Source: an optimization exercise on an open RTL-to-GDS flow (aim: small area). Production flows keep margins and buffers that such runs may drop. Where RTL was checked, it was by simulation tests only, not by an equivalence proof against the original. The RTL of run 1 was laid out without a check of its function. Power and IR drop assume default switching activity.

File: flow/design.v
`timescale 1ns / 1ps
`default_nettype none
module rms_sound_level_meter #(
   parameter int MAX_BLOCK = 1024
) (
   input  logic                 clock,
   input  logic                 reset,
   input  logic                 req_valid,
   output logic                 req_stall,
   input  logic signed [31:0]   audio_word,
   input  logic                 block_end,
   output logic                 rsp_valid,
   input  logic                 rsp_stall,
   output logic signed [15:0]   level_db,
   output logic                 report_out,
   output logic                 silent,
   input  logic                 csr_we,
   input  logic [1:0]           csr_index,
   input  logic [14:0]          csr_wdata
);
   localparam logic [14:0] THRESHOLD_RESET = 15'd256;
   localparam logic [14:0] OFFSET_RESET    = 15'd30720;
   localparam logic [19:0] K4   = 20'd789132;
   localparam logic [20:0] NEGK = 21'd1899869;
   localparam logic [3:0] ST_CLR  = 4'd0;    
   localparam logic [3:0] ST_IDLE = 4'd1;    
   localparam logic [3:0] ST_SAMP = 4'd2;    
   localparam logic [3:0] ST_CST  = 4'd4;    
   localparam logic [3:0] ST_SPW  = 4'd5;    
   localparam logic [3:0] ST_LOG  = 4'd6;    
   localparam logic [3:0] ST_NLD  = 4'd7;    
   localparam logic [3:0] ST_DP   = 4'd8;    
   localparam logic [3:0] ST_MUL  = 4'd9;    
   localparam logic [3:0] ST_LV   = 4'd10;   
   localparam logic [3:0] ST_X    = 4'd11;   
   localparam logic [3:0] ST_Y    = 4'd12;   
   localparam logic [3:0] ST_DEC  = 4'd13;   
   logic [30:0] ra;
   logic [32:0] rm;
   logic [3:0]  st;
   logic [5:0]  k;
   logic [4:0]  t;
   logic [3:0]  r;
   logic        ph;         
   logic        idle1;      
   logic [10:0] cnt;
   logic [5:0]  e, es;
   logic        nz;
   logic        b0, b1, bn0, bn1, c2, md, fb, fneg;
   logic        ca, cb;
   logic        bout;
   logic [14:0] thr, ofs;
   logic [15:0] last;
   logic        have;
   logic        rsp_valid_ff;
   logic [15:0] level;
   logic        report_ff, silent_ff;
   logic        bufv, bufe;
   logic [23:0] bufw;
   logic prep, lastit, kend;
   logic [4:0] tp1;
   assign prep   = (t == 5'd31);
   assign lastit = !prep && ((st == ST_MUL) ? (t == 5'd12) : (t == 5'd15));
   assign kend   = (k == 6'd32);
   assign tp1    = t + 5'd1;
   logic ak, mk;
   assign ak = (k <= 6'd30) ? ra[0] : 1'b0;
   assign mk = (k <= 6'd30) ? rm[0] : 1'b0;
   logic [5:0]  sel;
   logic        inr, sbit, sign, magbit, beff0, beff1;
   logic [31:0] s32;
   assign sel    = k - {t, 1'b0};
   assign inr    = (sel < 6'd24);
   assign s32    = {8'd0, bufw};
   assign sbit   = s32[sel[4:0]];
   assign sign   = bufw[23];
   assign magbit = inr && (sbit ^ (sign && (sel != 6'd0) && fneg));
   assign beff0  = (t == 5'd0 && k == 6'd0) ? magbit : b0;
   assign beff1  = (t == 5'd0 && k == 6'd1) ? magbit : b1;
   logic take;
   assign take   = !cnt[10];
   logic sat, lvl, lastb, thrb;
   assign sat   = !b1;
   assign lvl   = silent_ff ? 1'b0 :
                  (k >= 6'd15) ? c2 : (sat ? !c2 : rm[0]);
   assign lastb = (k >= 6'd15) ? last[15] : last[k[3:0]];
   assign thrb  = (k >= 6'd15) ? 1'b0 : thr[k[3:0]];
   logic dpc;
   assign dpc = (k == 6'd16) ? !bout :
                (k == 6'd17 || k == 6'd20 || k == 6'd23);
   logic [5:0] km16;
   logic       esb, enb;
   assign km16 = k - 6'd16;
   assign esb  = es[km16[2:0]];
   assign enb  = !e[km16[2:0]];
   logic a_in, p0, p1, cia, cib, x1, c1, s, c2o;
   always_comb begin
      a_in = 1'b0;
      p0   = 1'b0;
      p1   = 1'b0;
      cia  = ca;
      cib  = cb;
      case (st)
         ST_SAMP: begin
            a_in = rm[0];
            p0   = beff0 & magbit;
            p1   = beff1 & md;
         end
         ST_LOG: begin
            a_in = prep ? 1'b0 : ak;
            p0   = prep ? 1'b0 : (b0 & mk);
            p1   = prep ? 1'b0 : (b1 & md);
         end
         ST_MUL: begin
            a_in = prep ? 1'b0 : ak;
            p0   = prep ? 1'b0 : (b0 & ((k < 6'd20) ? K4[k[4:0]] : 1'b0));
            p1   = prep ? 1'b0 : (b1 & md);
         end
         ST_DP: begin
            if (k < 6'd16) a_in = level[k[3:0]];
            else if (k < 6'd22) begin
               a_in = esb;
               p0   = enb;
            end
            p1 = dpc;
         end
         ST_LV: begin
            a_in = ak;
            p0   = (k < 6'd15) ? ofs[k[3:0]] : 1'b0;
            p1   = (k <= 6'd20) ? NEGK[k[4:0]] : 1'b0;
         end
         ST_X: begin
            a_in = lvl;
            p0   = !lastb;
            p1   = !thrb;
         end
         ST_Y: begin
            a_in = lastb;
            p0   = !lvl;
            p1   = !thrb;
         end
         default: ;
      endcase
      if (k == 6'd0) begin
         cia = (st == ST_LV) ? bn1 : (st == ST_X || st == ST_Y);
         cib = (st == ST_X || st == ST_Y);
      end
      {c1, x1} = {1'b0, a_in} + {1'b0, p0} + {1'b0, p1};
      {c2o, s} = {1'b0, x1} + {1'b0, cia} + {1'b0, cib};
   end
   logic ina, inm;
   always_comb begin
      ina = 1'b0;
      inm = ra[0];
      case (st)
         ST_CLR:  ina = 1'b0;
         ST_SAMP: ina = s;
         ST_NLD:  ina = (k < 6'd11) ? cnt[k[3:0]] : 1'b0;
         ST_IDLE, ST_CST, ST_SPW: ina = rm[0];
         ST_LOG: begin
            if (idle1) begin
               ina = 1'b0;
               inm = 1'b0;
            end else if (lastit) begin
               ina = 1'b0;
               inm = s;
            end else begin
               ina = s;
               inm = mk;
            end
         end
         ST_MUL: begin
            ina = s;
            inm = mk;
         end
         ST_DP, ST_LV: begin
            ina = 1'b0;
            inm = s;
         end
         default: begin    
            ina = 1'b0;
            inm = rm[0];
         end
      endcase
   end
   logic [3:0]  fpos;
   logic [16:0] bor;
   logic [15:0] level_f;
   assign fpos = ~r;
   always_comb begin
      bor[0] = (fpos == 4'd0) && fb;
      for (int j = 1; j < 17; j++) begin
         bor[j] = ((j < 16) && (fpos == 4'(j)) && fb) ||
                  (ph && bor[j-1] && !level[j-1]);
      end
      for (int j = 0; j < 16; j++) level_f[j] = level[j] ^ bor[j];
   end
   logic report;
   assign report = !have || !bn0 || !bn1;
   assign req_stall = bufv;
   always_ff @(posedge clock) begin
      ra <= {ina, ra[30:1]};
      rm <= {inm, rm[32:1]};
   end
   always_ff @(posedge clock) begin
      if (reset) begin
         thr <= THRESHOLD_RESET;
         ofs <= OFFSET_RESET;
      end else if (csr_we) begin
         if (csr_index == 2'd0) thr <= csr_wdata;
         if (csr_index == 2'd1) ofs <= csr_wdata;
      end
   end
   always_ff @(posedge clock) begin
      if (reset) begin
         rsp_valid_ff <= 1'b0;
      end else if (st == ST_DEC) begin
         rsp_valid_ff <= 1'b1;
      end else if (!rsp_stall) begin
         rsp_valid_ff <= 1'b0;
      end
   end
   logic consume;
   assign consume = (st == ST_IDLE && bufv && !take) ||
                    (st == ST_SAMP && k == 6'd63 && t == 5'd11);
   always_ff @(posedge clock) begin
      if (reset) begin
         bufv <= 1'b0;
      end else if (req_valid && !bufv) begin
         bufv <= 1'b1;
      end else if (consume) begin
         bufv <= 1'b0;
      end
   end
   always_ff @(posedge clock) begin
      if (req_valid && !bufv) begin
         bufw <= audio_word[31:8];
         bufe <= block_end;
      end
   end
   always_ff @(posedge clock) begin
      if (reset) begin
         have <= 1'b0;
      end else if (st == ST_DEC && report) begin
         have <= 1'b1;
      end
   end
   always_ff @(posedge clock) begin
      if (st == ST_DEC && report) last <= level;
      if (st == ST_DEC) report_ff <= report;
   end
   always_ff @(posedge clock) begin
      if ((st == ST_SAMP || st == ST_NLD) && ina) e <= k;
      if (st == ST_SAMP && ina) nz <= 1'b1;
      else if (st == ST_CLR) nz <= 1'b0;
   end
   always_ff @(posedge clock) begin
      if (st == ST_CLR) cnt <= '0;
      else if (st == ST_SAMP && k == 6'd63 && t == 5'd11) cnt <= cnt + 11'd1;
   end
   always_ff @(posedge clock) begin
      ca <= c1;
      cb <= c2o;
      md <= (st == ST_MUL) ? ((k < 6'd20) ? K4[k[4:0]] : 1'b0) :
            (st == ST_SAMP) ? magbit :
            ((st == ST_LOG && !idle1) ? mk : 1'b0);
   end
   always_ff @(posedge clock) begin
      if (st == ST_CST && !rsp_valid_ff) begin
         level <= '0;
      end else if (st == ST_LOG && !idle1 && lastit && kend) begin
         level <= level_f;
      end else if (st == ST_X && k == 6'd0) begin
         for (int j = 0; j < 15; j++)
            level[j] <= silent_ff ? 1'b0 : (sat ? !c2 : rm[j]);
         level[15] <= silent_ff ? 1'b0 : c2;
      end
   end
   always_ff @(posedge clock) begin
      if (st == ST_CST && !rsp_valid_ff) begin
         silent_ff <= !nz;
         bout      <= 1'b0;
      end else if (st == ST_LOG && !idle1 && lastit && kend && ph) begin
         bout <= bout | bor[16];
      end
   end
   always_ff @(posedge clock) begin
      if (st == ST_SPW && !ph) es <= e;
   end
   always_ff @(posedge clock) begin
      case (st)
         ST_SAMP: begin
            if (inr) fneg <= (sel == 6'd0) ? sbit : (fneg | sbit);
            if (k == 6'd0 && t == 5'd0) b0 <= magbit;
            if (k == 6'd1 && t == 5'd0) b1 <= magbit;
            if (inr && sel[5:1] == tp1) begin
               if (sel[0]) bn1 <= magbit;
               else        bn0 <= magbit;
            end
            if (k == 6'd63) begin
               b0 <= bn0;
               b1 <= bn1;
            end
         end
         ST_LOG, ST_MUL: begin
            if (!(st == ST_LOG && idle1)) begin
               if (!lastit) begin
                  if (k[5:1] == tp1) begin
                     if (k[0]) bn1 <= mk;
                     else      bn0 <= mk;
                  end
               end else begin
                  if (k <= 6'd2) begin
                     c2  <= s;
                     bn1 <= c2;
                     bn0 <= bn1;
                  end
                  if (k == 6'd31) fb <= s;
               end
               if (kend) begin
                  if (!lastit) begin
                     b0 <= bn0;
                     b1 <= bn1;
                  end else begin
                     b0 <= fb ? bn1 : bn0;
                     b1 <= fb ? c2 : bn1;
                  end
               end
            end
         end
         ST_LV: begin
            if (k == 6'd15) begin
               b0 <= s;
               b1 <= 1'b1;
            end else if (k >= 6'd16 && k <= 6'd20) begin
               b1 <= b1 & (s == b0);
            end
            if (k == 6'd20) c2 <= s;
         end
         ST_X: if (k == 6'd17) bn0 <= s;
         ST_Y: if (k == 6'd17) bn1 <= s;
         default: ;
      endcase
   end
   logic [5:0] esplit;
   assign esplit = e - 6'd31;
   always_ff @(posedge clock) begin
      if (reset) begin
         st <= ST_CLR;
         k  <= 6'd0;
      end else begin
         case (st)
            ST_CLR: begin
               k <= k + 6'd1;
               if (k == 6'd63) st <= ST_IDLE;
            end
            ST_IDLE: begin
               k <= k + 6'd1;
               t <= 5'd0;
               if (bufv) begin
                  if (!take) begin
                     if (bufe) st <= ST_CST;
                  end else if (k == 6'd63) begin
                     st <= ST_SAMP;
                  end
               end
            end
            ST_SAMP: begin
               k <= k + 6'd1;
               if (k == 6'd63) begin
                  t <= t + 5'd1;
                  if (t == 5'd11) st <= bufe ? ST_CST : ST_IDLE;
               end
            end
            ST_CST: begin
               k <= k + 6'd1;
               ph <= 1'b0;
               if (!rsp_valid_ff) begin
                  if (!nz) begin
                     st <= ST_X;
                     k  <= 6'd0;
                  end else begin
                     st <= ST_SPW;
                  end
               end
            end
            ST_SPW: begin
               k <= k + 6'd1;
               if (k == esplit) begin
                  st    <= ST_LOG;
                  k     <= 6'd0;
                  t     <= 5'd31;
                  r     <= 4'd0;
                  idle1 <= 1'b0;
               end
            end
            ST_LOG: begin
               if (idle1) begin
                  idle1 <= 1'b0;
                  k     <= 6'd0;
               end else if (kend) begin
                  k <= 6'd0;
                  if (prep) begin
                     t <= 5'd0;
                  end else if (!lastit) begin
                     t <= t + 5'd1;
                  end else begin
                     t <= 5'd0;
                     r <= r + 4'd1;
                     idle1 <= fb;
                     if (r == 4'd15) begin
                        idle1 <= 1'b0;
                        if (!ph) begin
                           st <= ST_NLD;
                        end else begin
                           st <= ST_DP;
                        end
                     end
                  end
               end else begin
                  k <= k + 6'd1;
               end
            end
            ST_NLD: begin
               k <= k + 6'd1;
               if (k == 6'd63) begin
                  st <= ST_SPW;
                  ph <= 1'b1;
               end
            end
            ST_DP: begin
               if (kend) begin
                  k  <= 6'd0;
                  t  <= 5'd31;
                  st <= ST_MUL;
               end else k <= k + 6'd1;
            end
            ST_MUL: begin
               if (kend) begin
                  k <= 6'd0;
                  if (prep) t <= 5'd0;
                  else if (!lastit) t <= t + 5'd1;
                  else st <= ST_LV;
               end else k <= k + 6'd1;
            end
            ST_LV: begin
               if (kend) begin
                  k  <= 6'd0;
                  st <= ST_X;
               end else k <= k + 6'd1;
            end
            ST_X: begin
               if (kend) begin
                  k  <= 6'd0;
                  st <= ST_Y;
               end else k <= k + 6'd1;
            end
            ST_Y: begin
               if (kend) begin
                  k  <= 6'd0;
                  st <= ST_DEC;
               end else k <= k + 6'd1;
            end
            ST_DEC: begin
               k  <= 6'd0;
               st <= ST_CLR;
            end
            default: begin
               k  <= 6'd0;
               st <= ST_CLR;
            end
         endcase
      end
   end
   assign rsp_valid  = rsp_valid_ff;
   assign level_db   = level;
   assign report_out = report_ff;
   assign silent     = silent_ff;
endmodule
`default_nettype wire
File: flow/run.sh
#!/bin/bash
# synth_recipe.tcl (not shown) runs the flow's synth.tcl, then flattens the netlist and writes it again
# the make line also repeats each setting of config.mk as NAME=value (left out here)
make -C /OpenROAD-flow-scripts/flow DESIGN_CONFIG=/design/flow/config.mk WORK_HOME=/design/flow/orfs CLKGATE_MAP_FILE= SYNTH_SCRIPT=/design/flow/synth_recipe.tcl finish
File: flow/config.mk
export PLATFORM = sky130hd
export DESIGN_NAME = rms_sound_level_meter
export DESIGN_NICKNAME = rms_sound_level_meter
export VERILOG_FILES = /design/flow/design.v
export SDC_FILE = /design/flow/constraint.sdc
export NUM_CORES = 4
export LEC_CHECK = 0
export CAP_MARGIN = 20
export CORE_MARGIN = 2
export CORE_UTILIZATION = 40
export SLEW_MARGIN = 20
File: flow/constraint.sdc
create_clock -name core_clock -period 13.0 [get_ports {clock}]
set_input_delay 2.6000 -clock core_clock [delete_from_list [all_inputs] [get_ports {clock}]]
set_output_delay 2.6000 -clock core_clock [all_outputs]
set_load 0.01 [all_outputs]
==> metrics.md, run 1 <==
| Metric | Value |
|---|---|
| Status | `finished clean` |
| Maximum root-to-sink buffer count | `3` |
| Clock share of power | `30.7%` |
| Fin. max-slew vios | `0` |
| Fill cells | `2450` |
| # rows | `59` |
| Ranking of synthesized cells by area | `dfxtp_1, edfxtp_1, mux4_2` |
| Tightest Pin Transition | `0.9531 ns` |
| Most common cell in the netlist | `dfxtp_1` |
| Worst slew margin | `35.92%` |
| Sink Count | `212` |
| DP HPWL | `20260 um` |
| Cell taking the most area after synthesis | `dfxtp_1` |
| Number of synthesized flops with an enable pin | `73` |
| Top Ports | `75` |
| Die Width | `166.1 um` |
| First-pass GRT wire length | `44940 um` |
| Req. time, crit path | `13.19 ns` |
| Core area | `25910 um^2` |
| CP Capture Type | `register` |
| Setup-failing EPs final | `0` |
| Yosys cell types | `89` |
| Post-DRT Antenna Nets | `0` |
| Synth Area per Inst | `9.673 um^2` |
| Number of global-route vias before repair | `7994` |
| Worst-path clk slew | `0.06 ns` |
| Fmax | `166.0 MHz` |
| R2r setup slk | `6.98 ns` |
| Critical path class | `register to register` |
| Placed cells | `1439` |
| Simple logic cell fraction of the synthesized area | `18.59%` |
| Cts hold-fix bufs | `0` |
| Sw power | `0.0007368 W` |
| Power per cell area | `177.9 nW/um^2` |
| Post-layout nets | `1206` |
| Leakage | `4.318 nW` |
| Root buf cell | `clkbuf_16` |
| H-tree levels | `1` |
| #FFs+latches synth | `212` |
| Crit path max fanout | `24` |
| Register area | `4979 um^2` |
| Area of the multi-input gates | `5130 um^2` |
| Worst R2R Start | `k[0]$_SDFF_PP0_` |
| R2R depth | `14` |
| Post-synthesis mux area share | `7.527%` |
| Post-synthesis compound-gate area fraction | `16.53%` |
| Area growth syn-to-layout | `16.32%` |
| Post-Synth Adder-Cell Area | `2.716%` |
| Setup TNS | `0 ns` |
| Synthesized Nets | `1162` |
| Critical path startpoint | `k[0]$_SDFF_PP0_` |
| DR vias/cell | `5.713` |
| DRC Markers | `0` |
| Diodes inserted | `0` |
| Routed WL per cell | `19.25 um` |
| Max Cap Viol | `0` |
| Starting Density | `40.54%` |
| Xor and xnor area share after synthesis | `3.394%` |
| Final hold violations | `0` |
| Placer congestion estimate | `0.9486` |
| Max IR drop VDD | `113.8 uV` |
| Post-Route WL | `28550 um` |
| Yosys top cell area share | `26.49%` |
| Vias post-DR | `8472` |
| GR Util All Layers | `20.13%` |
| Ys async rst share | `0%` |
| Critical Path AT | `6.21 ns` |
| Maximum number of pins on one net before global-route repair | `42` |
| Post-CTS sizing | `0` |
| Final worst clock skew | `0.01371 ns` |
| Initial antenna violation count | `0` |
| Int Power | `0.001437 W` |
| Synth Flop Type | `dfxtp_1` |
| Setup Fix Bufs, Post-CTS | `0` |
| Switching Share | `33.90%` |
| Fin crit share | `46.33%` |
| Crit path time final | `6.022 ns` |
| DRT iter0 DRCs | `852` |
| Worst setup endpoint | `e[2]$_DFFE_PP_` |
| CTS tree | `yes` |
| Cell count after synthesis | `1086` |
| Sequential share of the synthesized area | `47.36%` |
| Worst setup SP type | `register` |
| Cts bufs inserted | `24` |
| YS warnings | `1` |
| Post-Syn Area | `10510 um^2` |
| Reg-to-Reg End | `e[2]$_DFFE_PP_` |
| Logic gate share of total power | `29.8%` |
| Worst-Skew Late Latency | `0.52 ns` |
| Count of buffers from port buffering | `66` |
| Sequential share of power | `39.5%` |
| Dominant combinational cell family by area after synthesis | `simple AND/OR/NAND/NOR gates` |
| Tightest Hold Check Type | `register to register` |
| Die ar. | `27570 um^2` |
| Die height | `166.1 um` |
| Fraction of layout instances using a drive strength above 1 | `9.146%` |
| Drt first pass iters | `5` |
| Unrepaired setup endpoints after global routing | `no` |
| Layout Cells excl Fill | `1483` |
| Post-synth top cells | `dfxtp_1, nand2_1, nor2_1` |
| Grt ovf | `0` |
==> kinds of logic after synthesis <==
logic type      after synthesis
fa+ha+maj                    21
xor+xnor                     39
buf+inv                      96
simple gates                398
compound gates              269
mux                          51
flops                       212
==> cell usage in the layout (no fill, tap or decap), drive strengths merged, types with 12 or more instances in the layout <==
master         count
dfxtp            139
nand2            119
nor2             106
a21oi             88
edfxtp            73
clkdlybuf4s50     66
o21ai             65
nor3              38
nand3             34
inv               34
clkbuf            30
mux2i             25
mux4              22
xor2              22
ha                18
xnor2             16
buf               15
nand2b            14
nor2b             13
clkinv            12
==> sequential cells by signal, indices dropped and copies added (netlist names), 4 cells and up <==
name / cells
rm: 33
ra: 31
bufw: 24
last: 16
level: 16
ofs: 15
thr: 15
cnt: 11
e: 6
es: 6
k: 6
t: 5
r: 4
st: 4
==> per-stage QoR <==
step | cell area [um^2] | power, W | hold slack [ns] | util, % | setup WS [ns]
6_report | 12220 | 0.002174 | 0.3211 | 47.16 | 6.978
4_1_cts | 12210 | 0.002186 | 0.3239 | 47.14 | 7.058
2_1_floorplan | 10510 | 0.001315 | 0.3096 | - | 8.046
3_3_place_gp | 11420 | 0.001513 | 0.3118 | 44.07 | 7.047
5_1_grt | 12220 | 0.002294 | 0.3256 | 47.16 | 6.729
3_5_place_dp | 11420 | 0.001517 | 0.3121 | 44.07 | 7.059
==> area by class of cell <==
cell class	count	area share (%)
flip-flops and latches	212	40.74
inverters	33	1.014
clock buffers	30	5.796
repair buffers	81	6.328
multi-input cells	778	41.98
clock inverters	14	0.7065
well taps	335	3.430
==> metal layers <==
metal / track usage, % / share of wire (%) / vias to the layer above
li1: - / - / 4043
met1: 28.20 / 46 / 4072
met2: 32.08 / 45 / 306
met3: 2.693 / 6.0 / 51
met4: 7.183 / 3.4 / 0
met5: 0 / 0 / -
==> how the worst min path moves through the flow <==
stage                    from             end  slack [ns]  depth (start not counted)
2_1_floorplan   ra[1]$_DFF_P_   ra[0]$_DFF_P_        0.31                          0
3_5_place_dp   ra[21]$_DFF_P_  ra[20]$_DFF_P_        0.31                          0
5_1_grt        rm[29]$_DFF_P_  rm[28]$_DFF_P_        0.33                          0
3_3_place_gp    ra[4]$_DFF_P_   ra[3]$_DFF_P_        0.31                          0
6_report        ra[8]$_DFF_P_   ra[7]$_DFF_P_        0.32                          0
4_1_cts        rm[29]$_DFF_P_  rm[28]$_DFF_P_        0.32                          0
==> power groups by stage <==
stage               clock network [W]  registers (W)  logic [W]
floorplan                           0       0.000838   0.000477
global placement                    0       0.000872   0.000641
detailed placement                  0       0.000874   0.000643
CTS                          0.000680       0.000860   0.000646
global route                 0.000707       0.000873   0.000714
finish                       0.000666       0.000859   0.000648
==> critical path: stages (launching register included) <==
cell,delay (ns)
dfxtp_2,0.55
buf_4,0.41
ha_1,0.44
nand3_1,0.31
and2_1,0.30
a31oi_1,0.18
o21ai_0,0.15
a32o_1,0.23
a2111oi_0,0.74
o41a_1,0.29
fa_1,0.43
fa_1,0.71
nor2_1,0.10
a211oi_1,0.50
a21oi_1,0.31
==> inputs of run 2 (changes only) <==
--- a/flow/design.v
+++ b/flow/design.v
@@ -59,8 +59,8 @@
    logic [23:0] bufw;
+   logic        acc;
+   assign bufw = {r[1:0], es, level};
    logic prep, lastit, kend;
-   logic [4:0] tp1;
-   assign prep   = (t == 5'd31);
-   assign lastit = !prep && ((st == ST_MUL) ? (t == 5'd12) : (t == 5'd15));
+   assign prep   = (t == 5'd0);
+   assign lastit = (st == ST_MUL) ? (t == 5'd13) : (t == 5'd16);
    assign kend   = (k == 6'd32);
-   assign tp1    = t + 5'd1;
    logic ak, mk;
@@ -195,3 +195,4 @@
       end
-      for (int j = 0; j < 16; j++) level_f[j] = level[j] ^ bor[j];
+      for (int j = 0; j < 16; j++)
+         level_f[j] = ph ? (level[j] ^ bor[j]) : ((fpos == 4'(j)) ? fb : level[j]);
    end
@@ -199,3 +200,5 @@
    assign report = !have || !bn0 || !bn1;
-   assign req_stall = bufv;
+   assign req_stall = bufv || rsp_valid_ff ||
+                      !(st == ST_CLR || st == ST_IDLE || st == ST_SAMP);
+   assign acc = req_valid && !req_stall;
    always_ff @(posedge clock) begin
@@ -228,3 +231,3 @@
          bufv <= 1'b0;
-      end else if (req_valid && !bufv) begin
+      end else if (acc) begin
          bufv <= 1'b1;
@@ -235,6 +238,3 @@
    always_ff @(posedge clock) begin
-      if (req_valid && !bufv) begin
-         bufw <= audio_word[31:8];
-         bufe <= block_end;
-      end
+      if (acc) bufe <= block_end;
    end
@@ -268,10 +268,8 @@
    always_ff @(posedge clock) begin
-      if (st == ST_CST && !rsp_valid_ff) begin
-         level <= '0;
+      if (acc) begin
+         level <= audio_word[23:8];
       end else if (st == ST_LOG && !idle1 && lastit && kend) begin
          level <= level_f;
-      end else if (st == ST_X && k == 6'd0) begin
-         for (int j = 0; j < 15; j++)
-            level[j] <= silent_ff ? 1'b0 : (sat ? !c2 : rm[j]);
-         level[15] <= silent_ff ? 1'b0 : c2;
+      end else if (st == ST_X && k < 6'd16) begin
+         level <= {lvl, level[15:1]};
       end
@@ -287,3 +285,4 @@
    always_ff @(posedge clock) begin
-      if (st == ST_SPW && !ph) es <= e;
+      if (acc) es <= audio_word[29:24];
+      else if (st == ST_SPW && !ph) es <= e;
    end
@@ -295,5 +294,5 @@
             if (k == 6'd1 && t == 5'd0) b1 <= magbit;
-            if (inr && sel[5:1] == tp1) begin
-               if (sel[0]) bn1 <= magbit;
-               else        bn0 <= magbit;
+            if (k[5:2] == t[3:0] && k[1]) begin
+               if (k[0]) bn1 <= magbit;
+               else      bn0 <= magbit;
             end
@@ -307,3 +306,3 @@
                if (!lastit) begin
-                  if (k[5:1] == tp1) begin
+                  if (k[5:1] == t) begin
                      if (k[0]) bn1 <= mk;
@@ -347,2 +346,3 @@
    always_ff @(posedge clock) begin
+      if (acc) r[1:0] <= audio_word[31:30];
       if (reset) begin
@@ -391,3 +391,3 @@
                   k     <= 6'd0;
-                  t     <= 5'd31;
+                  t     <= 5'd0;
                   r     <= 4'd0;
@@ -402,8 +402,6 @@
                   k <= 6'd0;
-                  if (prep) begin
-                     t <= 5'd0;
-                  end else if (!lastit) begin
+                  if (!lastit) begin
                      t <= t + 5'd1;
                   end else begin
-                     t <= 5'd0;
+                     t <= 5'd1;
                      r <= r + 4'd1;
@@ -433,3 +431,3 @@
                   k  <= 6'd0;
-                  t  <= 5'd31;
+                  t  <= 5'd0;
                   st <= ST_MUL;
@@ -440,4 +438,3 @@
                   k <= 6'd0;
-                  if (prep) t <= 5'd0;
-                  else if (!lastit) t <= t + 5'd1;
+                  if (!lastit) t <= t + 5'd1;
                   else st <= ST_LV;
--- a/flow/config.mk
+++ b/flow/config.mk
@@ -7,2 +7,3 @@
 export LEC_CHECK = 0
+export ABC_AREA = 1
 export CAP_MARGIN = 20
@@ -10,2 +11,3 @@
 export CORE_UTILIZATION = 40
+export CTS_BUF_LIST = sky130_fd_sc_hd__clkbuf_8
 export SLEW_MARGIN = 20
==> run 2 against run 1 <==
  * Global-route usage grew 2.4 points
  * Critical endpoint is now e[0]$_DFFE_PP_
  * Still clean on timing, DRC and antenna
  * Utilization shrank 1.4 points
  * Synthesized area is 11% lower
  * Wire length down 4.6%
  * Non-clock buffer count decreased by 7
  * Sequential power fell by 2.6%
  * Final cell count grew 5.0%
  * Setup slack better by 0.34 ns
  * Clock skew grew 0.011 ns
  * Design area is 13% lower
==> metrics.md, run 2 <==
| Metric | Value |
|---|---|
| Routed WL per cell | `17.48 um (was 19.25 um)` |
| CP Capture Type | `register (unchanged)` |
| Synth Flop Type | `dfxtp_1 (unchanged)` |
| Yosys top cell area share | `26.69% (was 26.49%)` |
| Fin crit share | `43.72% (was 46.33%)` |
| Status | `finished clean (unchanged)` |
| Worst-Skew Late Latency | `0.49 ns (was 0.52 ns)` |
| Sink Count | `188 (was 212)` |
| Post-synthesis mux area share | `0.1068% (was 7.527%)` |
| Placer congestion estimate | `0.9357 (was 0.9486)` |
| Fin. max-slew vios | `0 (unchanged)` |
| GR Util All Layers | `22.56% (was 20.13%)` |
| Top reg by flops | `rm (unchanged)` |
| Setup WS pre-CTS | `7.402 ns (was 7.059 ns)` |
| Cts hold-fix bufs | `0 (unchanged)` |
| Root buf cell | `clkbuf_8 (was clkbuf_16)` |
| Final Util | `45.77% (was 47.16%)` |
| DP HPWL | `19730 um (was 20260 um)` |
| YS warnings | `1 (unchanged)` |
| Xor and xnor area share after synthesis | `1.868% (was 3.394%)` |
| Die Width | `157.1 um (was 166.1 um)` |
| Setup-failing EPs final | `0 (unchanged)` |
| Max IR drop VDD | `90.52 uV (was 113.8 uV)` |
| Top Ports | `75 (unchanged)` |
| Cell count after synthesis | `1187 (was 1086)` |
| Tightest Hold Check Type | `register to register (unchanged)` |
| DRC Markers | `0 (unchanged)` |
| Sw power | `0.0008663 W (was 0.0007368 W)` |
| Placed cells | `1525 (was 1439)` |
| Sequential share of power | `41.2% (was 39.5%)` |
| Initial antenna violation count | `0 (unchanged)` |
| Number of global-route vias before repair | `7833 (was 7994)` |
| Crit-path cells | `inv_1 -> ha_1 -> inv_1 -> fa_1 -> inv_1 -> a21oi_1 -> a32o_1 -> o221ai_1 -> o211ai_1 -> xnor2_1 -> nand2_1 -> inv_1 -> nor2_1 -> a21oi_1 -> a311oi_1 -> fa_1 -> fa_1 -> inv_1 -> a21oi_1 -> inv_1 -> nand2_1 -> nand2_1 (was buf_4 -> ha_1 -> nand3_1 -> and2_1 -> a31oi_1 -> o21ai_0 -> a32o_1 -> a2111oi_0 -> o41a_1 -> fa_1 -> fa_1 -> nor2_1 -> a211oi_1 -> a21oi_1)` |
| Number of flip-flops in the largest register | `33 (unchanged)` |
| Req. time, crit path | `13.16 ns (was 13.19 ns)` |
| R2r setup slk | `7.32 ns (was 6.98 ns)` |
| Ranking of synthesized cells by area | `dfxtp_1, edfxtp_1, nand2_1 (was dfxtp_1, edfxtp_1, mux4_2)` |
| Vias post-DR | `8312 (was 8472)` |
| Post-Route WL | `27220 um (was 28550 um)` |
| Most common cell after layout, fill and taps aside | `nand2_1 (was dfxtp_1)` |
| Dominant combinational cell family by area after synthesis | `simple AND/OR/NAND/NOR gates (unchanged)` |
| Slowest CP cell | `fa_1 (was a2111oi_0)` |
| Tightest Pin Transition | `1.095 ns (was 0.9531 ns)` |
| Cts bufs inserted | `17 (was 24)` |
| Critical Path Most Common Cell | `inv_1 (was fa_1)` |
| Yosys cell types | `46 (was 89)` |
| Setup slack after layout | `7.316 ns (was 6.978 ns)` |
| Most frequent cells in the layout | `nand2_1, nor2_1, inv_1 (was dfxtp_1, nand2_1, nor2_1)` |
| Max Cap Viol | `0 (unchanged)` |
| Synthesized Nets | `1262 (was 1162)` |
| Worst-path clk slew | `0.11 ns (was 0.06 ns)` |
| Top flop regs | `rm (33), ra (31) (was rm (33), ra (31), bufw (24))` |
| Critical Path AT | `5.85 ns (was 6.21 ns)` |
| Setup Fix Bufs, Post-CTS | `0 (unchanged)` |
| Setup TNS | `0 ns (unchanged)` |
| Core area | `23260 um^2 (was 25910 um^2)` |
| Most common cell in the netlist | `nand2_1 (was dfxtp_1)` |
| Area growth syn-to-layout | `13.54% (was 16.32%)` |
| CTS tree | `yes (unchanged)` |
| Layout Cells excl Fill | `1557 (was 1483)` |
| Sequential share of the synthesized area | `46.86% (was 47.36%)` |
| Post-Syn Area | `9376 um^2 (was 10510 um^2)` |
| Final hold violations | `0 (unchanged)` |
| Unrepaired setup endpoints after global routing | `no (unchanged)` |
| Post-CTS sizing | `0 (unchanged)` |
| Fmax | `175.9 MHz (was 166.0 MHz)` |
| Die height | `157.1 um (was 166.1 um)` |
| Post-DRT Antenna Nets | `0 (unchanged)` |
| Final worst clock skew | `0.02424 ns (was 0.01371 ns)` |
| Crit path time final | `5.684 ns (was 6.022 ns)` |
| Fraction of layout instances using a drive strength above 1 | `6.139% (was 9.146%)` |
| Clock share of power | `20.3% (was 30.7%)` |
| Die ar. | `24680 um^2 (was 27570 um^2)` |
| Maximum number of pins on one net before global-route repair | `40 (was 42)` |
| Post-layout nets | `1300 (was 1206)` |
| Int Power | `0.001167 W (was 0.001437 W)` |
| Critical path class | `register to register (unchanged)` |
| Post-synthesis compound-gate area fraction | `16.60% (was 16.53%)` |
| Post-synth top cells | `nand2_1, nor2_1, inv_1 (was dfxtp_1, nand2_1, nor2_1)` |
| Worst setup SP type | `register (unchanged)` |
| Total power | `0.002034 W (was 0.002174 W)` |
| Ys async rst share | `0% (unchanged)` |
| # rows | `56 (was 59)` |
| Fill cells | `2394 (was 2450)` |
| Synth Area per Inst | `7.899 um^2 (was 9.673 um^2)` |
| Diodes inserted | `0 (unchanged)` |
| CP max stage delay | `0.65 ns (was 0.74 ns)` |
| Maximum root-to-sink buffer count | `2 (was 3)` |
| Worst slew margin | `26.80% (was 35.92%)` |
| First-pass GRT wire length | `42890 um (was 44940 um)` |
| Crit path max fanout | `9 (was 24)` |
| Starting Density | `40.31% (was 40.54%)` |
| H-tree levels | `4 (was 1)` |
| DRT iter0 DRCs | `641 (was 852)` |
| #FFs+latches synth | `188 (was 212)` |
| Drt first pass iters | `6 (was 5)` |
| Grt ovf | `0 (unchanged)` |
| Simple logic cell fraction of the synthesized area | `22.80% (was 18.59%)` |
| Number of synthesized flops with an enable pin | `63 (was 73)` |
| Worst path bufs/invs | `6 (was 1)` |
| Logic gate share of total power | `38.5% (was 29.8%)` |
| Power per cell area | `191.0 nW/um^2 (was 177.9 nW/um^2)` |
| Crit-path leading delay family | `adder cells (was compound AO/OA/AOI/OAI gates)` |
| DR vias/cell | `5.338 (was 5.713)` |
| Cell taking the most area after synthesis | `dfxtp_1 (unchanged)` |
| Count of buffers from port buffering | `66 (unchanged)` |
| Post-Synth Adder-Cell Area | `2.909% (was 2.716%)` |
| Leakage | `4.281 nW (was 4.318 nW)` |
| Switching Share | `42.60% (was 33.90%)` |
-- run 2: path summary, 6_finish.rpt --
check	from	cells after the start	to
setup / recovery	k[1]$_SDFF_PP0_	22	e[0]$_DFFE_PP_
hold / removal	rm[5]$_DFF_P_	0	rm[4]$_DFF_P_
setup reg to reg	k[1]$_SDFF_PP0_	22	e[0]$_DFFE_PP_
hold reg to reg	rm[5]$_DFF_P_	0	rm[4]$_DFF_P_
-- run 2: logic make-up after synthesis --
family	after synthesis
simple gates	502
mux	1
xor+xnor	20
compound gates	259
flops	188
buf+inv	197
fa+ha+maj	20
-- run 2: layer usage --
layer  vias to the layer above  global-route usage (%)  wire length, um  share of wire [%]
met5                         -                       0                0                  0
met4                         0                   6.147              532                2.0
met3                        43                   5.286             2275                8.4
met2                       346                   35.67            11940                 44
met1                      3862                   31.02            12480                 46
li1                       4061                       -                -                  -
-- run 2: final cells by class --
cell class                      count  area, um^2  share of cell area, %
Multi-Input combinational cell    802        4159                  39.06
Clock inverter                     15       206.4                  1.939
Tap cell                          319       399.1                  3.749
Clock buffer                       17       234.0                  2.198
Timing Repair Buffer               74       720.7                  6.769
Inverter                          142       533.0                  5.006
Sequential cell                   188        4394                  41.27
-- run 2: power groups by stage --
stage	clock network [W]	logic (W)	registers, W
global placement	0	0.000766	0.000848
detailed placement	0	0.000773	0.000849
global route	0.000444	0.000873	0.000849
CTS	0.000424	0.000778	0.000836
floorplan	0	0.000547	0.000812
finish	0.000413	0.000783	0.000837
-- run 2: per-stage QoR --
stage,cell area [um^2],hold WS (ns)
2_1_floorplan,9376,0.3096
3_3_place_gp,10210,0.3105
3_5_place_dp,10210,0.3121
4_1_cts,10650,0.3299
5_1_grt,10650,0.3326
6_report,10650,0.3293

[static timing again, ports no longer ideal]
The flow's constraints put no driver on any port. The routed layouts listed below were extracted and timed again, unchanged, in two steps.
Step 1, drivers: a clkbuf_16 drives clock and a buf_2 each remaining input, both assumed.
Step 2 moves the port delays by t, midway between the first and last clock arrival at a register: inputs arrive t later, outputs are due t later. That takes back most of the time a late clock gives input paths.
Three values: ideal, step 1, step 2; two values: the first two.
| run | shift t [ns] | setup slack, ns | hold slack, ns |
|---|---|---|---|
| run 1 | 0.568 | 6.978 / 6.978 / 6.978 | 0.321 / 0.321 / 0.321 |
| run 2 | 0.524 | 7.316 / 7.316 / 7.316 | 0.329 / 0.329 / 0.329 |
After both steps every run listed still meets setup and hold.
